Context: an optimization exercise on an open-source flow, tuned for small area, a short achievable clock period and few clock cycles per item. The choices shown serve that exercise and are no tape-out recipe.
Where RTL was checked, it was by simulation tests only, not by an equivalence proof against the original.
No activity file was given, so power comes from the tool's default toggle rates.

==> module pipe_prefix_adder, before the edit <==
module pipe_prefix_adder #(
  parameter int WIDTH     = 68,
  parameter int REG_EVERY = 2,
  parameter int TAG_W     = 4,
  parameter int BLK       = 5
) (
  input  logic             clk,
  input  logic             rst,
  input  logic             in_valid,
  output logic             in_ready,
  input  logic [WIDTH-1:0] a,
  input  logic [WIDTH-1:0] b,
  input  logic             cin,
  input  logic             op,
  input  logic [TAG_W-1:0] tag,
  output logic             out_valid,
  input  logic             out_ready,
  output logic [WIDTH-1:0] sum,
  output logic             cout,
  output logic             ovf,
  output logic             zero,
  output logic [TAG_W-1:0] tag_o
);
  localparam int NB  = (WIDTH + BLK - 1) / BLK;    
  localparam int TLO = (NB - 1) * BLK;             
  function automatic integer lg2(input integer v);
    integer r;
    r = 0;
    while ((1 << r) < v) r = r + 1;
    lg2 = r;
  endfunction
  logic [WIDTH-1:0] bx, p, g, s0_d;
  logic             c0;
  assign bx = op ? ~b : b;
  assign c0 = op | cin;
  assign p  = a ^ bx;
  assign g  = a & bx;
  logic [NB-1:0] eg, ep;
  logic          g_top_d;
  assign eg[0] = c0;
  assign ep[0] = 1'b0;
  for (genvar j = 0; j < NB; j++) begin : g_blk
    localparam int LO = j * BLK;
    localparam int HI = (LO + BLK < WIDTH) ? LO + BLK - 1 : WIDTH - 1;
    localparam int N  = HI - LO + 1;
    logic [N:0] lc;    
    logic [N:0] gc;    
    if (j == 0) begin : g_ci
      assign lc[0] = c0;
    end else begin : g_cz
      assign lc[0] = 1'b0;
    end
    assign gc[0] = 1'b0;
    for (genvar i = 0; i < N; i++) begin : g_bit
      assign lc[i+1] = g[LO+i] | (p[LO+i] & lc[i]);
      assign gc[i+1] = g[LO+i] | (p[LO+i] & gc[i]);
    end
    assign s0_d[HI:LO] = p[HI:LO] ^ lc[N-1:0];
    if (j < NB - 1) begin : g_el
      assign eg[j+1] = gc[N];
      assign ep[j+1] = &p[HI:LO];
    end else begin : g_top
      assign g_top_d = gc[N];
    end
  end
  localparam int LV = lg2(NB);
  logic [NB-1:0] pg [LV+1];
  logic [NB-1:0] pp [LV+1];
  assign pg[0] = eg;
  assign pp[0] = ep;
  for (genvar l = 0; l < LV; l++) begin : g_pl
    for (genvar j = 0; j < NB; j++) begin : g_pj
      if (j >= (1 << l)) begin : g_cmb
        assign pg[l+1][j] = pg[l][j] | (pp[l][j] & pg[l][j-(1<<l)]);
        assign pp[l+1][j] = pp[l][j] & pp[l][j-(1<<l)];
      end else begin : g_pass
        assign pg[l+1][j] = pg[l][j];
        assign pp[l+1][j] = pp[l][j];
      end
    end
  end
  logic z_d;
  assign z_d = ~|(p ^ {a[WIDTH-2:0] | bx[WIDTH-2:0], c0});
  logic             load;
  logic [WIDTH-1:0] s0_q;
  logic [NB-1:1]    bc_q;
  logic             g_top_q, p_top_q;
  assign load     = ~out_valid | out_ready;
  assign in_ready = load;
  always_ff @(posedge clk or posedge rst) begin
    if (rst) out_valid <= 1'b0;
    else if (load) out_valid <= in_valid;
  end
  always_ff @(posedge clk) begin
    if (load) begin
      s0_q    <= s0_d;
      bc_q    <= pg[LV][NB-1:1];
      g_top_q <= g_top_d;
      p_top_q <= p[WIDTH-1];
      tag_o   <= tag;
      zero    <= z_d;
    end
  end
  logic [NB-1:0] ones;
  for (genvar j = 0; j < NB; j++) begin : g_sum
    localparam int LO = j * BLK;
    localparam int HI = (LO + BLK < WIDTH) ? LO + BLK - 1 : WIDTH - 1;
    assign ones[j] = &s0_q[HI:LO];
    if (j == 0) begin : g_b0
      assign sum[HI:LO] = s0_q[HI:LO];
    end else begin : g_bj
      for (genvar i = LO; i <= HI; i++) begin : g_bit
        if (i == LO) begin : g_lo
          assign sum[i] = s0_q[i] ^ bc_q[j];
        end else begin : g_hi
          assign sum[i] = s0_q[i] ^ (bc_q[j] & (&s0_q[i-1:LO]));
        end
      end
    end
  end
  assign cout = g_top_q | (bc_q[NB-1] & ones[NB-1]);
  assign ovf  = sum[WIDTH-1] ^ p_top_q ^ cout;
endmodule
clock: 4.5 ns
lec_check: 0
abc_area: 1
cap_margin: 20
core_margin: 2
core_utilization: 40
setup_slack_margin: 1.8
slew_margin: 20
standard.sh (not shown) runs the stock make flow with config.mk's settings and CLKGATE_MAP_FILE= SYNTH_SCRIPT=/design/flow/synth_recipe.tcl, a recipe that flattens the netlist after the stock synthesis.
==> flow/flow/run.sh <==
#!/bin/bash
# The standard layout, with two changes:
#  - synthesis skips the full/half-adder extraction (ADDER_MAP_FILE empty),
#    leaving all arithmetic to abc; it is otherwise the standard synthesis;
#  - each port gets a buf_1 as its port buffer.
set -e
export BUFFER_PORTS_ARGS="-buffer_cell sky130_fd_sc_hd__buf_1"
ADDER_MAP_FILE= bash standard.sh synth > synth.log 2>&1
bash standard.sh > standard.log 2>&1
The baseline completed without violations.
Edit:
--- a/flow/design.v
+++ b/flow/design.v
@@ -1,9 +1,10 @@
 module pipe_prefix_adder #(
   parameter int WIDTH     = 68,
   parameter int REG_EVERY = 2,
   parameter int TAG_W     = 4,
-  parameter int BLK       = 5
+  parameter int BLK       = 5,
+  parameter int EB        = 4
 ) (
   input  logic             clk,
   input  logic             rst,
   input  logic             in_valid,
@@ -80,11 +81,27 @@
     end
   end
   logic z_d;
   assign z_d = ~|(p ^ {a[WIDTH-2:0] | bx[WIDTH-2:0], c0});
+  logic [WIDTH-1:0] r_d;
+  for (genvar j = 0; j < NB; j++) begin : g_early
+    localparam int LO = j * BLK;
+    localparam int HI = (LO + BLK < WIDTH) ? LO + BLK - 1 : WIDTH - 1;
+    if (j == 0 || j >= EB) begin : g_keep
+      assign r_d[HI:LO] = s0_d[HI:LO];
+    end else begin : g_fin
+      for (genvar i = LO; i <= HI; i++) begin : g_bit
+        if (i == LO) begin : g_lo
+          assign r_d[i] = s0_d[i] ^ pg[LV][j];
+        end else begin : g_hi
+          assign r_d[i] = s0_d[i] ^ (pg[LV][j] & (&s0_d[i-1:LO]));
+        end
+      end
+    end
+  end
   logic             load;
   logic [WIDTH-1:0] s0_q;
-  logic [NB-1:1]    bc_q;
+  logic [NB-1:EB]   bc_q;
   logic             g_top_q, p_top_q;
   assign load     = ~out_valid | out_ready;
   assign in_ready = load;
   always_ff @(posedge clk or posedge rst) begin
@@ -92,10 +109,10 @@
     else if (load) out_valid <= in_valid;
   end
   always_ff @(posedge clk) begin
     if (load) begin
-      s0_q    <= s0_d;
-      bc_q    <= pg[LV][NB-1:1];
+      s0_q    <= r_d;
+      bc_q    <= pg[LV][NB-1:EB];
       g_top_q <= g_top_d;
       p_top_q <= p[WIDTH-1];
       tag_o   <= tag;
       zero    <= z_d;
@@ -105,9 +122,9 @@
   for (genvar j = 0; j < NB; j++) begin : g_sum
     localparam int LO = j * BLK;
     localparam int HI = (LO + BLK < WIDTH) ? LO + BLK - 1 : WIDTH - 1;
     assign ones[j] = &s0_q[HI:LO];
-    if (j == 0) begin : g_b0
+    if (j < EB) begin : g_b0
       assign sum[HI:LO] = s0_q[HI:LO];
     end else begin : g_bj
       for (genvar i = LO; i <= HI; i++) begin : g_bit
         if (i == LO) begin : g_lo
What happened:
- setup slack gets better by 0.044 ns
- power is lower by 1.6%
- non-clock buffer count is lower by 1
- via count is higher by 2.2%
- sequential cell count is lower by 3
- combinational power barely changes
- final cell count is higher by 2.0%
- first-iteration DRC count is lower by 7.7%
Testbench counts after the change, summed over its fixed seeds: cycles 24,008, items 24,000.
Only the layout flow was run in the first run of this note; the RTL was not checked for function there.

========
## v6
pipe_prefix_adder, a different RTL version from the one above (not shown whole).
For scale: about 82 flip-flops, ~220 I/O pins, about 0.0083 mm2 of cells after synthesis.
==> module pipe_prefix_adder, before the edit <==
module pipe_prefix_adder #(
  parameter int WIDTH     = 68,
  parameter int REG_EVERY = 2,
  parameter int TAG_W     = 4,
  parameter int BLK       = 5,
  parameter int EB        = 8
) (
  input  logic             clk,
  input  logic             rst,
  input  logic             in_valid,
  output logic             in_ready,
  input  logic [WIDTH-1:0] a,
  input  logic [WIDTH-1:0] b,
  input  logic             cin,
  input  logic             op,
  input  logic [TAG_W-1:0] tag,
  output logic             out_valid,
  input  logic             out_ready,
  output logic [WIDTH-1:0] sum,
  output logic             cout,
  output logic             ovf,
  output logic             zero,
  output logic [TAG_W-1:0] tag_o
);
  localparam int NB  = (WIDTH + BLK - 1) / BLK;    
  localparam int TLO = (NB - 1) * BLK;             
  function automatic integer lg2(input integer v);
    integer r;
    r = 0;
    while ((1 << r) < v) r = r + 1;
    lg2 = r;
  endfunction
  logic [WIDTH-1:0] bx, p, g, s0_d;
  logic             c0;
  assign bx = op ? ~b : b;
  assign c0 = op | cin;
  assign p  = a ^ bx;
  assign g  = a & bx;
  logic [NB-1:0] eg, ep;
  logic          g_top_d;
  assign eg[0] = c0;
  assign ep[0] = 1'b0;
  for (genvar j = 0; j < NB; j++) begin : g_blk
    localparam int LO = j * BLK;
    localparam int HI = (LO + BLK < WIDTH) ? LO + BLK - 1 : WIDTH - 1;
    localparam int N  = HI - LO + 1;
    logic [N:0] lc;    
    logic [N:0] gc;    
    if (j == 0) begin : g_ci
      assign lc[0] = c0;
    end else begin : g_cz
      assign lc[0] = 1'b0;
    end
    assign gc[0] = 1'b0;
    for (genvar i = 0; i < N; i++) begin : g_bit
      assign lc[i+1] = g[LO+i] | (p[LO+i] & lc[i]);
      assign gc[i+1] = g[LO+i] | (p[LO+i] & gc[i]);
    end
    assign s0_d[HI:LO] = p[HI:LO] ^ lc[N-1:0];
    if (j < NB - 1) begin : g_el
      assign eg[j+1] = gc[N];
      assign ep[j+1] = &p[HI:LO];
    end else begin : g_top
      assign g_top_d = gc[N];
    end
  end
  localparam int LV = lg2(NB);
  logic [NB-1:0] pg [LV+1];
  logic [NB-1:0] pp [LV+1];
  assign pg[0] = eg;
  assign pp[0] = ep;
  for (genvar l = 0; l < LV; l++) begin : g_pl
    for (genvar j = 0; j < NB; j++) begin : g_pj
      if (((j >> l) & 1) == 1) begin : g_cmb
        assign pg[l+1][j] = pg[l][j] | (pp[l][j] & pg[l][((j >> l) << l) - 1]);
        assign pp[l+1][j] = pp[l][j] & pp[l][((j >> l) << l) - 1];
      end else begin : g_pass
        assign pg[l+1][j] = pg[l][j];
        assign pp[l+1][j] = pp[l][j];
      end
    end
  end
  logic z_d;
  assign z_d = ~|(p ^ {a[WIDTH-2:0] | bx[WIDTH-2:0], c0});
  logic [WIDTH-1:0] r_d;
  for (genvar j = 0; j < NB; j++) begin : g_early
    localparam int LO = j * BLK;
    localparam int HI = (LO + BLK < WIDTH) ? LO + BLK - 1 : WIDTH - 1;
    if (j == 0 || j >= EB) begin : g_keep
      assign r_d[HI:LO] = s0_d[HI:LO];
    end else begin : g_fin
      for (genvar i = LO; i <= HI; i++) begin : g_bit
        if (i == LO) begin : g_lo
          assign r_d[i] = s0_d[i] ^ pg[LV][j];
        end else begin : g_hi
          assign r_d[i] = s0_d[i] ^ (pg[LV][j] & (&s0_d[i-1:LO]));
        end
      end
    end
  end
  logic             load;
  logic [WIDTH-1:0] s0_q;
  logic [NB-1:EB]   bc_q;
  logic             g_top_q, p_top_q;
  assign load     = ~out_valid | out_ready;
  assign in_ready = load;
  always_ff @(posedge clk or posedge rst) begin
    if (rst) out_valid <= 1'b0;
    else if (load) out_valid <= in_valid;
  end
  always_ff @(posedge clk) begin
    if (load) begin
      s0_q    <= r_d;
      bc_q    <= pg[LV][NB-1:EB];
      g_top_q <= g_top_d;
      p_top_q <= p[WIDTH-1];
      tag_o   <= tag;
      zero    <= z_d;
    end
  end
  logic [NB-1:0] ones;
  for (genvar j = 0; j < NB; j++) begin : g_sum
    localparam int LO = j * BLK;
    localparam int HI = (LO + BLK < WIDTH) ? LO + BLK - 1 : WIDTH - 1;
    assign ones[j] = &s0_q[HI:LO];
    if (j < EB) begin : g_b0
      assign sum[HI:LO] = s0_q[HI:LO];
    end else begin : g_bj
      for (genvar i = LO; i <= HI; i++) begin : g_bit
        if (i == LO) begin : g_lo
          assign sum[i] = s0_q[i] ^ bc_q[j];
        end else begin : g_hi
          assign sum[i] = s0_q[i] ^ (bc_q[j] & (&s0_q[i-1:LO]));
        end
      end
    end
  end
  assign cout = g_top_q | (bc_q[NB-1] & ones[NB-1]);
  assign ovf  = sum[WIDTH-1] ^ p_top_q ^ cout;
endmodule
==> flow/config.mk <==
export PLATFORM = sky130hd
export DESIGN_NAME = pipe_prefix_adder
export DESIGN_NICKNAME = pipe_prefix_adder
export VERILOG_FILES = /design/flow/design.v
export SDC_FILE = /design/flow/constraint.sdc
export NUM_CORES = 4
export LEC_CHECK = 0
export ABC_AREA = 1
export CAP_MARGIN = 20
export CORE_MARGIN = 2
export CORE_UTILIZATION = 40
export CTS_BUF_LIST = sky130_fd_sc_hd__clkbuf_8
export CTS_CLUSTER_SIZE = 30
export SETUP_SLACK_MARGIN = 1.8
export SLEW_MARGIN = 20
==> flow/constraint.sdc <==
create_clock -name core_clock -period 4.5 [get_ports {clk}]
set_input_delay 0.9000 -clock core_clock [delete_from_list [all_inputs] [get_ports {clk}]]
set_output_delay 0.9000 -clock core_clock [all_outputs]
set_load 0.01 [all_outputs]
Scripts as last shown in full above: flow/flow/run.sh
What v7 does differently from v6 at the input level:
--- a/flow/design.v
+++ b/flow/design.v
@@ -2,9 +2,9 @@
   parameter int WIDTH     = 68,
   parameter int REG_EVERY = 2,
   parameter int TAG_W     = 4,
   parameter int BLK       = 5,
-  parameter int EB        = 8
+  parameter int EB        = 4
 ) (
   input  logic             clk,
   input  logic             rst,
   input  logic             in_valid,
@@ -70,19 +70,17 @@
   assign pg[0] = eg;
   assign pp[0] = ep;
   for (genvar l = 0; l < LV; l++) begin : g_pl
     for (genvar j = 0; j < NB; j++) begin : g_pj
-      if (((j >> l) & 1) == 1) begin : g_cmb
-        assign pg[l+1][j] = pg[l][j] | (pp[l][j] & pg[l][((j >> l) << l) - 1]);
-        assign pp[l+1][j] = pp[l][j] & pp[l][((j >> l) << l) - 1];
+      if (j >= (1 << l)) begin : g_cmb
+        assign pg[l+1][j] = pg[l][j] | (pp[l][j] & pg[l][j-(1<<l)]);
+        assign pp[l+1][j] = pp[l][j] & pp[l][j-(1<<l)];
       end else begin : g_pass
         assign pg[l+1][j] = pg[l][j];
         assign pp[l+1][j] = pp[l][j];
       end
     end
   end
-  logic z_d;
-  assign z_d = ~|(p ^ {a[WIDTH-2:0] | bx[WIDTH-2:0], c0});
   logic [WIDTH-1:0] r_d;
   for (genvar j = 0; j < NB; j++) begin : g_early
     localparam int LO = j * BLK;
     localparam int HI = (LO + BLK < WIDTH) ? LO + BLK - 1 : WIDTH - 1;
@@ -114,16 +112,16 @@
       bc_q    <= pg[LV][NB-1:EB];
       g_top_q <= g_top_d;
       p_top_q <= p[WIDTH-1];
       tag_o   <= tag;
-      zero    <= z_d;
     end
   end
-  logic [NB-1:0] ones;
+  logic [NB-1:0] ones, zs;
   for (genvar j = 0; j < NB; j++) begin : g_sum
     localparam int LO = j * BLK;
     localparam int HI = (LO + BLK < WIDTH) ? LO + BLK - 1 : WIDTH - 1;
     assign ones[j] = &s0_q[HI:LO];
+    assign zs[j]   = ~|s0_q[HI:LO];
     if (j < EB) begin : g_b0
       assign sum[HI:LO] = s0_q[HI:LO];
     end else begin : g_bj
       for (genvar i = LO; i <= HI; i++) begin : g_bit
@@ -136,5 +134,14 @@
     end
   end
   assign cout = g_top_q | (bc_q[NB-1] & ones[NB-1]);
   assign ovf  = sum[WIDTH-1] ^ p_top_q ^ cout;
+  logic [NB-1:0] zb;
+  for (genvar j = 0; j < NB; j++) begin : g_zb
+    if (j < EB) begin : g_fin
+      assign zb[j] = zs[j];
+    end else begin : g_inc
+      assign zb[j] = bc_q[j] ? ones[j] : zs[j];
+    end
+  end
+  assign zero = &zb;
 endmodule
Sequential fraction of design power in v7 is 3.4 points above v6.
Cmp v7 vs v6: routed metal-1 wirelength lower in v7
v7 vs v6, die area went down by 5.5%.
The area of the multi-input gates reported for v7 is smaller than that of v6 by about 9%.
Diff v6 -> v7: area used by sequential logic in the layout up 3.7%, least setup slack across all paths after layout down 0.37 ns.
Setup clock skew after layout across v6 and v7: no real change.
Compared with v6, v7 shows switching power of the nets that has gone down by a few percent.
Delta (v7 minus v6): register share of the cell area higher; number of sinks on the clock net went up by 3.
No run of this note included a check of the RTL's function; only the layout flow was run.

-- port drivers added, routing unchanged --
The flow's constraints put no driver on any port. The routed layouts listed below were extracted and timed again, unchanged, in two steps. Step 1 sets driving cells, clkbuf_16 on the clock port and buf_2 on the other inputs (assumed; they add their load-dependent delay and slew). Step 2 also shifts input and output timing later by t, the mid clock arrival at the registers, as if the neighbouring blocks saw the same clock. a / b / c = ideal ports / drivers / drivers and shift; a / b = the first two.
run	shift t [ns]	slack for setup (ns)	clock arrival spread, ns
the first run of note 1	0.391	1.877 / 1.834 / 1.462	0.009 / 0.009
the second run of note 1	0.392	1.921 / 1.885 / 1.502	0.008 / 0.007
v6	0.411	1.891 / 1.738 / 1.327	0.017 / 0.017
v7	0.400	1.517 / 1.482 / 1.553	0.012 / 0.012
After both steps every run listed still meets setup and hold. The setup slack of v6, which loses most, moves by -0.153 ns with the drivers and by -0.564 ns with both steps.
